This design comes from an exercise in tuning for a short achievable clock period and few clock cycles per item on the open sky130 flow, not from production work. In this exercise RTL edits were held to simulation tests only and were not proved equivalent to the original.

==> job 3967 <==
==> flow/design.v (excerpt) <==
module ex_stage
#(
    parameter int XLEN = ex_stage_pkg::XLEN_DEF
) (
    input  logic            clk,
    input  logic            reset,
    input  logic [XLEN-1:0] pc_ex,
    input  logic [XLEN-1:0] rdata1_ex,
    input  logic [XLEN-1:0] rdata2_ex,
    input  logic [XLEN-1:0] imm_ex,
    input  logic [4:0]      rs1_ex,
    input  logic [4:0]      rs2_ex,
    input  logic [4:0]      rd_ex,
    input  logic [3:0]      funct_ex,
    input  logic [1:0]      aluop_ex,
    input  logic            alusrc_ex,
    input  logic            mul_ex,
    input  logic            branch_ex,
    input  logic            memread_ex,
    input  logic            memtoreg_ex,
    input  logic            memwrite_ex,
    input  logic            regwrite_ex,
    input  logic [4:0]      memwb_rd,
    input  logic            memwb_regwrite,
    input  logic [XLEN-1:0] memwb_wdata,
    input  logic            ex_flush,
    output logic [XLEN-1:0] mem_branch_tgt,
    output logic [XLEN-1:0] mem_alu_result,
    output logic [XLEN-1:0] mem_store_data,
    output logic            mem_zero,
    output logic [4:0]      mem_rd,
    output logic            mem_branch,
    output logic            mem_memread,
    output logic            mem_memtoreg,
    output logic            mem_memwrite,
    output logic            mem_regwrite,
    output logic            ex_stall
);
export LEC_CHECK = 0
export CAP_MARGIN = 40
export CELL_PAD_IN_SITES_DETAIL_PLACEMENT = 1
export CELL_PAD_IN_SITES_GLOBAL_PLACEMENT = 1
export CORE_MARGIN = 2
export CORE_UTILIZATION = 25
export PLACE_DENSITY = 0.4
export SETUP_SLACK_MARGIN = 4.5
export SLEW_MARGIN = 40
export SYNTH_HIERARCHICAL = 1
create_clock -name core_clock -period 9.0 [get_ports {clk}]
run.sh (not shown) runs the stock make flow with config.mk's settings and CLKGATE_MAP_FILE= SYNTH_SCRIPT=/design/flow/synth_recipe.tcl, a recipe that flattens the netlist after the stock synthesis.
==> inputs of job 512, as changes to job 3967 <==
--- a/flow/design.v
+++ b/flow/design.v
@@ -11676,38 +11676,14 @@
             assign o_s0[k*BW +: BW] = w_t0[BW-1:0];
             assign o_s1[k*BW +: BW] = w_t1[BW-1:0];
             assign o_g[k] = w_t0[BW];
             assign o_p[k] = w_t1[BW];
         end
     end
 endmodule
-module ex_stage_blksel #(
-    parameter int XLEN = 64,
-    parameter int BW   = 16
-) (
-    input  logic [XLEN-1:0]      i_s0,
-    input  logic [XLEN-1:0]      i_s1,
-    input  logic [XLEN/BW-1:0]   i_g,
-    input  logic [XLEN/BW-1:0]   i_p,
-    output logic [XLEN-1:0]      o_sum
-);
-    localparam int NB = XLEN / BW;
-    logic [NB-1:0] w_c;    
-    assign w_c[0] = 1'b0;
-    for (genvar k = 1; k < NB; k++) begin : g_c
-        assign w_c[k] = i_g[k-1] || (i_p[k-1] && w_c[k-1]);
-    end
-    for (genvar k = 0; k < NB; k++) begin : g_sel
-        if (k == 0) begin : g_first
-            assign o_sum[BW-1:0] = i_s0[BW-1:0];
-        end else begin : g_rest
-            assign o_sum[k*BW +: BW] = w_c[k] ? i_s1[k*BW +: BW] : i_s0[k*BW +: BW];
-        end
-    end
-endmodule
 module ex_stage
 #(
     parameter int XLEN = ex_stage_pkg::XLEN_DEF
 ) (
     input  logic            clk,
     input  logic            reset,
     input  logic [XLEN-1:0] pc_ex,
@@ -11840,86 +11816,103 @@
         end else begin
             r_mul_busy <= w_stall;
             r_ctrl     <= w_bubble ? '0 : w_ctrl_ex;
             r_fwd_en   <= !w_bubble && regwrite_ex && !memtoreg_ex && rd_ex != 5'd0;
             r_mul_fwd  <= !w_bubble && regwrite_ex && !memtoreg_ex;
         end
     end
+    function automatic logic [3:1] blk_carry(input logic [3:0] g, input logic [3:0] p);
+        blk_carry[1] = g[0];
+        blk_carry[2] = g[1] | (p[1] & g[0]);
+        blk_carry[3] = g[2] | (p[2] & g[1]) | (p[2] & p[1] & g[0]);
+    endfunction
+    logic [3:1] w_sum_c, w_dif_c, w_prd_c;
+    assign w_sum_c = blk_carry(w_sum_g, w_sum_p);
+    assign w_dif_c = blk_carry(w_dif_g, w_dif_p);
+    assign w_prd_c = blk_carry(w_prd_g, w_prd_p);
     logic [XLEN-1:0]    r_sum_s0, r_prd_s0, w_dif_s0_q;
     logic [XLEN-1:16]   r_sum_s1, r_prd_s1, w_dif_s1_q;
     logic [15:1]        r_dif_s0_0;
     logic [31:17]       r_dif_s0_1, r_dif_s1_1;
     logic [47:33]       r_dif_s0_2, r_dif_s1_2;
     logic [63:49]       r_dif_s0_3, r_dif_s1_3;
     assign w_dif_s0_q = {r_dif_s0_3, r_sum_s1[48], r_dif_s0_2, r_sum_s1[32], r_dif_s0_1, r_sum_s1[16],
                          r_dif_s0_0, r_sum_s0[0]};
     assign w_dif_s1_q = {r_dif_s1_3, r_sum_s0[48], r_dif_s1_2, r_sum_s0[32], r_dif_s1_1, r_sum_s0[16]};
-    logic [2:0]         r_sum_g, r_dif_g, r_prd_g;
-    logic [2:1]         r_sum_p, r_dif_p, r_prd_p;
-    logic [XLEN-1:0] r_sum, r_diff, r_prod, r_sh, r_log, w_sh_rev;
+    logic [3:1]      r_sum_l, r_sum_h, r_dif_l, r_dif_h, r_prd_l, r_prd_h;
+    logic [XLEN-1:0] r_sh, r_log, w_sh_rev;
     logic            r_z_sum, r_z_dif, r_z_prd, r_z_sh, r_z_log;
-    logic            r_a_sign, r_b_sign;
+    logic            r_dif_c3, r_a_sign, r_b_sign;
     logic            r_s_sum, r_s_diff, r_s_shl, r_s_shr, r_s_log, r_s_slt, r_s_sltu, r_s_prod;
+    logic            w_s_sum, w_s_dif;
+    assign w_s_sum = !r_mul_busy && w_add;
+    assign w_s_dif = !r_mul_busy && w_sub;
     always_ff @(posedge clk) begin
         r_branch_tgt <= pc_ex + (imm_ex << 1);
         r_rd         <= rd_ex;
         r_store_data <= w_fwd_b;
         r_sum_s0     <= w_sum_s0;
         r_sum_s1     <= w_sum_s1[XLEN-1:16];
-        r_sum_g      <= w_sum_g[2:0];
-        r_sum_p      <= w_sum_p[2:1];
         r_dif_s0_0   <= w_dif_s0[15:1];
         r_dif_s0_1   <= w_dif_s0[31:17];
         r_dif_s0_2   <= w_dif_s0[47:33];
         r_dif_s0_3   <= w_dif_s0[63:49];
         r_dif_s1_1   <= w_dif_s1[31:17];
         r_dif_s1_2   <= w_dif_s1[47:33];
         r_dif_s1_3   <= w_dif_s1[63:49];
-        r_dif_g      <= w_dif_g[2:0];
-        r_dif_p      <= w_dif_p[2:1];
         r_prd_s0     <= w_prd_s0;
+        r_prd_s1     <= w_prd_s1[XLEN-1:16];
+        r_sum_l      <= {3{w_s_sum}} & ~w_sum_c;
+        r_sum_h      <= {3{w_s_sum}} & w_sum_c;
+        r_dif_l      <= {3{w_s_dif}} & ~w_dif_c;
+        r_dif_h      <= {3{w_s_dif}} & w_dif_c;
+        r_prd_l      <= {3{r_mul_busy}} & ~w_prd_c;
+        r_prd_h      <= {3{r_mul_busy}} & w_prd_c;
         r_z_sum      <= w_z_sum;
         r_z_dif      <= w_z_dif;
         r_z_prd      <= w_z_prd;
         r_z_sh       <= w_z_sh;
         r_z_log      <= w_z_log;
-        r_prd_s1     <= w_prd_s1[XLEN-1:16];
-        r_prd_g      <= w_prd_g[2:0];
-        r_prd_p      <= w_prd_p[2:1];
         r_sh         <= w_sh;
         r_log        <= w_log;
+        r_dif_c3     <= w_dif_c[3];
         r_a_sign     <= w_fwd_a[XLEN-1];
         r_b_sign     <= w_op_b[XLEN-1];
+        r_s_slt      <= !r_mul_busy && w_slt;
+        r_s_sltu     <= !r_mul_busy && w_sltu;
         r_s_prod     <= r_mul_busy;
-        r_s_sum      <= !r_mul_busy && w_add;
-        r_s_diff     <= !r_mul_busy && w_sub;
+        r_s_sum      <= w_s_sum;
+        r_s_diff     <= w_s_dif;
         r_s_shl      <= !r_mul_busy && w_sll;
         r_s_shr      <= !r_mul_busy && (w_srl || w_sra);
         r_s_log      <= !r_mul_busy && (w_and || w_or || w_xor);
-        r_s_slt      <= !r_mul_busy && w_slt;
-        r_s_sltu     <= !r_mul_busy && w_sltu;
     end
     for (genvar i = 0; i < XLEN; i++) begin : g_rev_out
         assign w_sh_rev[i] = r_sh[XLEN-1-i];
     end
-    ex_stage_blksel #(.XLEN(XLEN), .BW(16)) u_sum_sel (
-        .i_s0(r_sum_s0), .i_s1({r_sum_s1, 16'd0}), .i_g({1'b0, r_sum_g}), .i_p({1'b0, r_sum_p, 1'b0}), .o_sum(r_sum));
-    ex_stage_blksel #(.XLEN(XLEN), .BW(16)) u_dif_sel (
-        .i_s0(w_dif_s0_q), .i_s1({w_dif_s1_q, 16'd0}), .i_g({1'b0, r_dif_g}), .i_p({1'b0, r_dif_p, 1'b0}), .o_sum(r_diff));
-    ex_stage_blksel #(.XLEN(XLEN), .BW(16)) u_prd_sel (
-        .i_s0(r_prd_s0), .i_s1({r_prd_s1, 16'd0}), .i_g({1'b0, r_prd_g}), .i_p({1'b0, r_prd_p, 1'b0}), .o_sum(r_prod));
-    logic w_lt;
-    assign w_lt = (r_s_slt  && ((r_a_sign != r_b_sign) ? r_a_sign : r_diff[XLEN-1]))
-               || (r_s_sltu && ((r_a_sign != r_b_sign) ? r_b_sign : r_diff[XLEN-1]));
-    assign mem_alu_result = ({XLEN{r_s_sum}}  & r_sum)
-                          | ({XLEN{r_s_diff}} & r_diff)
+    logic w_dif_msb, w_lt;
+    assign w_dif_msb = r_dif_c3 ? w_dif_s1_q[XLEN-1] : w_dif_s0_q[XLEN-1];
+    assign w_lt = (r_s_slt  && ((r_a_sign != r_b_sign) ? r_a_sign : w_dif_msb))
+               || (r_s_sltu && ((r_a_sign != r_b_sign) ? r_b_sign : w_dif_msb));
+    logic [XLEN-1:0] w_add_res;
+    assign w_add_res[15:0] = ({16{r_s_sum}}  & r_sum_s0[15:0])
+                           | ({16{r_s_diff}} & w_dif_s0_q[15:0])
+                           | ({16{r_s_prod}} & r_prd_s0[15:0]);
+    for (genvar k = 1; k < 4; k++) begin : g_res
+        assign w_add_res[k*16 +: 16] = ({16{r_sum_l[k]}} & r_sum_s0[k*16 +: 16])
+                                     | ({16{r_sum_h[k]}} & r_sum_s1[k*16 +: 16])
+                                     | ({16{r_dif_l[k]}} & w_dif_s0_q[k*16 +: 16])
+                                     | ({16{r_dif_h[k]}} & w_dif_s1_q[k*16 +: 16])
+                                     | ({16{r_prd_l[k]}} & r_prd_s0[k*16 +: 16])
+                                     | ({16{r_prd_h[k]}} & r_prd_s1[k*16 +: 16]);
+    end
+    assign mem_alu_result = w_add_res
                           | ({XLEN{r_s_shl}}  & w_sh_rev)
                           | ({XLEN{r_s_shr}}  & r_sh)
                           | ({XLEN{r_s_log}}  & r_log)
-                          | ({XLEN{r_s_prod}} & r_prod)
                           | {{(XLEN-1){1'b0}}, w_lt};
     assign mem_zero       = !((r_s_sum  && !r_z_sum) || (r_s_diff && !r_z_dif) ||
                               (r_s_prod && !r_z_prd) || ((r_s_shl || r_s_shr) && !r_z_sh) ||
                               (r_s_log  && !r_z_log) || w_lt);
     assign mem_store_data = r_store_data;
     assign mem_branch_tgt = r_branch_tgt;
     assign mem_rd         = r_rd;
==> flow/config.mk (replaced) <==
export PLATFORM = sky130hd
export DESIGN_NAME = ex_stage
export DESIGN_NICKNAME = ex_stage
export VERILOG_FILES = /design/flow/design.v
export SDC_FILE = /design/flow/constraint.sdc
export NUM_CORES = 4
export LEC_CHECK = 0
export CAP_MARGIN = 40
export CELL_PAD_IN_SITES_DETAIL_PLACEMENT = 1
export CORE_MARGIN = 2
export CORE_UTILIZATION = 20
export PLACE_DENSITY = 0.35
export SETUP_SLACK_MARGIN = 4.5
export SLEW_MARGIN = 40
export SYNTH_HIERARCHICAL = 1
==> inputs of job 5301, as changes to job 3967 <==
--- a/flow/design.v
+++ b/flow/design.v
@@ -11676,38 +11676,14 @@
             assign o_s0[k*BW +: BW] = w_t0[BW-1:0];
             assign o_s1[k*BW +: BW] = w_t1[BW-1:0];
             assign o_g[k] = w_t0[BW];
             assign o_p[k] = w_t1[BW];
         end
     end
 endmodule
-module ex_stage_blksel #(
-    parameter int XLEN = 64,
-    parameter int BW   = 16
-) (
-    input  logic [XLEN-1:0]      i_s0,
-    input  logic [XLEN-1:0]      i_s1,
-    input  logic [XLEN/BW-1:0]   i_g,
-    input  logic [XLEN/BW-1:0]   i_p,
-    output logic [XLEN-1:0]      o_sum
-);
-    localparam int NB = XLEN / BW;
-    logic [NB-1:0] w_c;    
-    assign w_c[0] = 1'b0;
-    for (genvar k = 1; k < NB; k++) begin : g_c
-        assign w_c[k] = i_g[k-1] || (i_p[k-1] && w_c[k-1]);
-    end
-    for (genvar k = 0; k < NB; k++) begin : g_sel
-        if (k == 0) begin : g_first
-            assign o_sum[BW-1:0] = i_s0[BW-1:0];
-        end else begin : g_rest
-            assign o_sum[k*BW +: BW] = w_c[k] ? i_s1[k*BW +: BW] : i_s0[k*BW +: BW];
-        end
-    end
-endmodule
 module ex_stage
 #(
     parameter int XLEN = ex_stage_pkg::XLEN_DEF
 ) (
     input  logic            clk,
     input  logic            reset,
     input  logic [XLEN-1:0] pc_ex,
@@ -11840,86 +11816,103 @@
         end else begin
             r_mul_busy <= w_stall;
             r_ctrl     <= w_bubble ? '0 : w_ctrl_ex;
             r_fwd_en   <= !w_bubble && regwrite_ex && !memtoreg_ex && rd_ex != 5'd0;
             r_mul_fwd  <= !w_bubble && regwrite_ex && !memtoreg_ex;
         end
     end
+    function automatic logic [3:1] blk_carry(input logic [3:0] g, input logic [3:0] p);
+        blk_carry[1] = g[0];
+        blk_carry[2] = g[1] | (p[1] & g[0]);
+        blk_carry[3] = g[2] | (p[2] & g[1]) | (p[2] & p[1] & g[0]);
+    endfunction
+    logic [3:1] w_sum_c, w_dif_c, w_prd_c;
+    assign w_sum_c = blk_carry(w_sum_g, w_sum_p);
+    assign w_dif_c = blk_carry(w_dif_g, w_dif_p);
+    assign w_prd_c = blk_carry(w_prd_g, w_prd_p);
     logic [XLEN-1:0]    r_sum_s0, r_prd_s0, w_dif_s0_q;
     logic [XLEN-1:16]   r_sum_s1, r_prd_s1, w_dif_s1_q;
     logic [15:1]        r_dif_s0_0;
     logic [31:17]       r_dif_s0_1, r_dif_s1_1;
     logic [47:33]       r_dif_s0_2, r_dif_s1_2;
     logic [63:49]       r_dif_s0_3, r_dif_s1_3;
     assign w_dif_s0_q = {r_dif_s0_3, r_sum_s1[48], r_dif_s0_2, r_sum_s1[32], r_dif_s0_1, r_sum_s1[16],
                          r_dif_s0_0, r_sum_s0[0]};
     assign w_dif_s1_q = {r_dif_s1_3, r_sum_s0[48], r_dif_s1_2, r_sum_s0[32], r_dif_s1_1, r_sum_s0[16]};
-    logic [2:0]         r_sum_g, r_dif_g, r_prd_g;
-    logic [2:1]         r_sum_p, r_dif_p, r_prd_p;
-    logic [XLEN-1:0] r_sum, r_diff, r_prod, r_sh, r_log, w_sh_rev;
+    logic [3:1]      r_sum_l, r_sum_h, r_dif_l, r_dif_h, r_prd_l, r_prd_h;
+    logic [XLEN-1:0] r_sh, r_log, w_sh_rev;
     logic            r_z_sum, r_z_dif, r_z_prd, r_z_sh, r_z_log;
-    logic            r_a_sign, r_b_sign;
+    logic            r_dif_c3, r_a_sign, r_b_sign;
     logic            r_s_sum, r_s_diff, r_s_shl, r_s_shr, r_s_log, r_s_slt, r_s_sltu, r_s_prod;
+    logic            w_s_sum, w_s_dif;
+    assign w_s_sum = !r_mul_busy && w_add;
+    assign w_s_dif = !r_mul_busy && w_sub;
     always_ff @(posedge clk) begin
         r_branch_tgt <= pc_ex + (imm_ex << 1);
         r_rd         <= rd_ex;
         r_store_data <= w_fwd_b;
         r_sum_s0     <= w_sum_s0;
         r_sum_s1     <= w_sum_s1[XLEN-1:16];
-        r_sum_g      <= w_sum_g[2:0];
-        r_sum_p      <= w_sum_p[2:1];
         r_dif_s0_0   <= w_dif_s0[15:1];
         r_dif_s0_1   <= w_dif_s0[31:17];
         r_dif_s0_2   <= w_dif_s0[47:33];
         r_dif_s0_3   <= w_dif_s0[63:49];
         r_dif_s1_1   <= w_dif_s1[31:17];
         r_dif_s1_2   <= w_dif_s1[47:33];
         r_dif_s1_3   <= w_dif_s1[63:49];
-        r_dif_g      <= w_dif_g[2:0];
-        r_dif_p      <= w_dif_p[2:1];
         r_prd_s0     <= w_prd_s0;
+        r_prd_s1     <= w_prd_s1[XLEN-1:16];
+        r_sum_l      <= {3{w_s_sum}} & ~w_sum_c;
+        r_sum_h      <= {3{w_s_sum}} & w_sum_c;
+        r_dif_l      <= {3{w_s_dif}} & ~w_dif_c;
+        r_dif_h      <= {3{w_s_dif}} & w_dif_c;
+        r_prd_l      <= {3{r_mul_busy}} & ~w_prd_c;
+        r_prd_h      <= {3{r_mul_busy}} & w_prd_c;
         r_z_sum      <= w_z_sum;
         r_z_dif      <= w_z_dif;
         r_z_prd      <= w_z_prd;
         r_z_sh       <= w_z_sh;
         r_z_log      <= w_z_log;
-        r_prd_s1     <= w_prd_s1[XLEN-1:16];
-        r_prd_g      <= w_prd_g[2:0];
-        r_prd_p      <= w_prd_p[2:1];
         r_sh         <= w_sh;
         r_log        <= w_log;
+        r_dif_c3     <= w_dif_c[3];
         r_a_sign     <= w_fwd_a[XLEN-1];
         r_b_sign     <= w_op_b[XLEN-1];
+        r_s_slt      <= !r_mul_busy && w_slt;
+        r_s_sltu     <= !r_mul_busy && w_sltu;
         r_s_prod     <= r_mul_busy;
-        r_s_sum      <= !r_mul_busy && w_add;
-        r_s_diff     <= !r_mul_busy && w_sub;
+        r_s_sum      <= w_s_sum;
+        r_s_diff     <= w_s_dif;
         r_s_shl      <= !r_mul_busy && w_sll;
         r_s_shr      <= !r_mul_busy && (w_srl || w_sra);
         r_s_log      <= !r_mul_busy && (w_and || w_or || w_xor);
-        r_s_slt      <= !r_mul_busy && w_slt;
-        r_s_sltu     <= !r_mul_busy && w_sltu;
     end
     for (genvar i = 0; i < XLEN; i++) begin : g_rev_out
         assign w_sh_rev[i] = r_sh[XLEN-1-i];
     end
-    ex_stage_blksel #(.XLEN(XLEN), .BW(16)) u_sum_sel (
-        .i_s0(r_sum_s0), .i_s1({r_sum_s1, 16'd0}), .i_g({1'b0, r_sum_g}), .i_p({1'b0, r_sum_p, 1'b0}), .o_sum(r_sum));
-    ex_stage_blksel #(.XLEN(XLEN), .BW(16)) u_dif_sel (
-        .i_s0(w_dif_s0_q), .i_s1({w_dif_s1_q, 16'd0}), .i_g({1'b0, r_dif_g}), .i_p({1'b0, r_dif_p, 1'b0}), .o_sum(r_diff));
-    ex_stage_blksel #(.XLEN(XLEN), .BW(16)) u_prd_sel (
-        .i_s0(r_prd_s0), .i_s1({r_prd_s1, 16'd0}), .i_g({1'b0, r_prd_g}), .i_p({1'b0, r_prd_p, 1'b0}), .o_sum(r_prod));
-    logic w_lt;
-    assign w_lt = (r_s_slt  && ((r_a_sign != r_b_sign) ? r_a_sign : r_diff[XLEN-1]))
-               || (r_s_sltu && ((r_a_sign != r_b_sign) ? r_b_sign : r_diff[XLEN-1]));
-    assign mem_alu_result = ({XLEN{r_s_sum}}  & r_sum)
-                          | ({XLEN{r_s_diff}} & r_diff)
+    logic w_dif_msb, w_lt;
+    assign w_dif_msb = r_dif_c3 ? w_dif_s1_q[XLEN-1] : w_dif_s0_q[XLEN-1];
+    assign w_lt = (r_s_slt  && ((r_a_sign != r_b_sign) ? r_a_sign : w_dif_msb))
+               || (r_s_sltu && ((r_a_sign != r_b_sign) ? r_b_sign : w_dif_msb));
+    logic [XLEN-1:0] w_add_res;
+    assign w_add_res[15:0] = ({16{r_s_sum}}  & r_sum_s0[15:0])
+                           | ({16{r_s_diff}} & w_dif_s0_q[15:0])
+                           | ({16{r_s_prod}} & r_prd_s0[15:0]);
+    for (genvar k = 1; k < 4; k++) begin : g_res
+        assign w_add_res[k*16 +: 16] = ({16{r_sum_l[k]}} & r_sum_s0[k*16 +: 16])
+                                     | ({16{r_sum_h[k]}} & r_sum_s1[k*16 +: 16])
+                                     | ({16{r_dif_l[k]}} & w_dif_s0_q[k*16 +: 16])
+                                     | ({16{r_dif_h[k]}} & w_dif_s1_q[k*16 +: 16])
+                                     | ({16{r_prd_l[k]}} & r_prd_s0[k*16 +: 16])
+                                     | ({16{r_prd_h[k]}} & r_prd_s1[k*16 +: 16]);
+    end
+    assign mem_alu_result = w_add_res
                           | ({XLEN{r_s_shl}}  & w_sh_rev)
                           | ({XLEN{r_s_shr}}  & r_sh)
                           | ({XLEN{r_s_log}}  & r_log)
-                          | ({XLEN{r_s_prod}} & r_prod)
                           | {{(XLEN-1){1'b0}}, w_lt};
     assign mem_zero       = !((r_s_sum  && !r_z_sum) || (r_s_diff && !r_z_dif) ||
                               (r_s_prod && !r_z_prd) || ((r_s_shl || r_s_shr) && !r_z_sh) ||
                               (r_s_log  && !r_z_log) || w_lt);
     assign mem_store_data = r_store_data;
     assign mem_branch_tgt = r_branch_tgt;
     assign mem_rd         = r_rd;
==> flow/config.mk (replaced) <==
export PLATFORM = sky130hd
export DESIGN_NAME = ex_stage
export DESIGN_NICKNAME = ex_stage
export VERILOG_FILES = /design/flow/design.v
export SDC_FILE = /design/flow/constraint.sdc
export NUM_CORES = 4
export LEC_CHECK = 0
export CAP_MARGIN = 40
export CELL_PAD_IN_SITES_DETAIL_PLACEMENT = 1
export CORE_MARGIN = 2
export CORE_UTILIZATION = 15
export PLACE_DENSITY = 0.3
export SETUP_SLACK_MARGIN = 4.5
export SLEW_MARGIN = 40
export SYNTH_HIERARCHICAL = 1
==> results.toml <==
[run_status]
outcome = "finished clean"

[finish]
multi_input_cells = 12120
n_all_inverters = 1626
drive_above_1_share_pct = 33.31

[synth]
synth_cells = 18050

[detailed_routing]
wirelength_um = 1061000

[clock_tree]
ctsResizeCount = 2992
insertion_delay_ns = 1.06

[sta]
hold_ws_ns = 0.7570

[critical_path]
path_depth = 17
path_max_fanout = 2
The numbers above come from job 3967.

==> results.toml <==
[run_status]
outcome = "finished clean"

[critical_path]
path_max_fanout = 4
path_depth = 17

[clock_tree]
insertion_delay_ns = 1.09
ctsResizeCount = 4351

[finish]
drive_above_1_share_pct = 42.65
n_all_inverters = 1623
The numbers above come from job 5301.

==> results.toml <==
[detailed_routing]
wirelength_um = 1180000
met1_length_um = 446200
top_layer = "met5"

[clock_tree]
insertion_delay_ns = 1.10
root_buffer = "clkbuf_16"
clkSinkCount = 1524

[synth]
synth_cells = 17790

[finish]
multi_input_cells = 11930
drive_above_1_share_pct = 39.35
n_all_inverters = 1622

[critical_path]
path_max_fanout = 2
path_depth = 20

[global_route]
grt_use_met3_pct = 7.901

[run_status]
outcome = "finished clean"
The numbers above come from job 512.

Testbench counts of job 3967, summed over its fixed seeds: cycles 18,102, items 16,000.
Testbench counts of job 512, summed over its fixed seeds: cycles 18,102, items 16,000.
Testbench counts of job 5301, summed over its fixed seeds: cycles 18,102, items 16,000.

==> what the ideal ports hide <==
No port has a modelled driver above. Below, the same layouts with a new extraction and two added sets of constraints.
Step 1: set_driving_cell puts a clkbuf_16 on clk and a buf_2 on each other input, an assumption about the parent block.
Step 2, shift: input delay + t, output delay - t, t = (earliest + latest rising clock arrival at the registers) / 2. This alone moves slack from input paths to output paths.
Slacks: no drivers / after step 1 / after step 2; pairs: no drivers / after step 1.
run	t (ns)	setup WS [ns]	worst setup path after step 2	clock arrival spread, ns	pins driven straight from the clock port
job 3967	1.160	3.136 / 3.136 / 2.741	input to register	0.092 / 0.092	1
job 512	1.173	3.214 / 3.214 / 2.493	input to register	0.161 / 0.160	1
job 5301	1.168	3.253 / 3.253 / 2.521	input to register	0.156 / 0.156	1
After both steps setup and hold are still met in every run listed. The setup slack of job 5301, which loses most, moves by 0.000 ns with the drivers and by -0.732 ns with both steps.
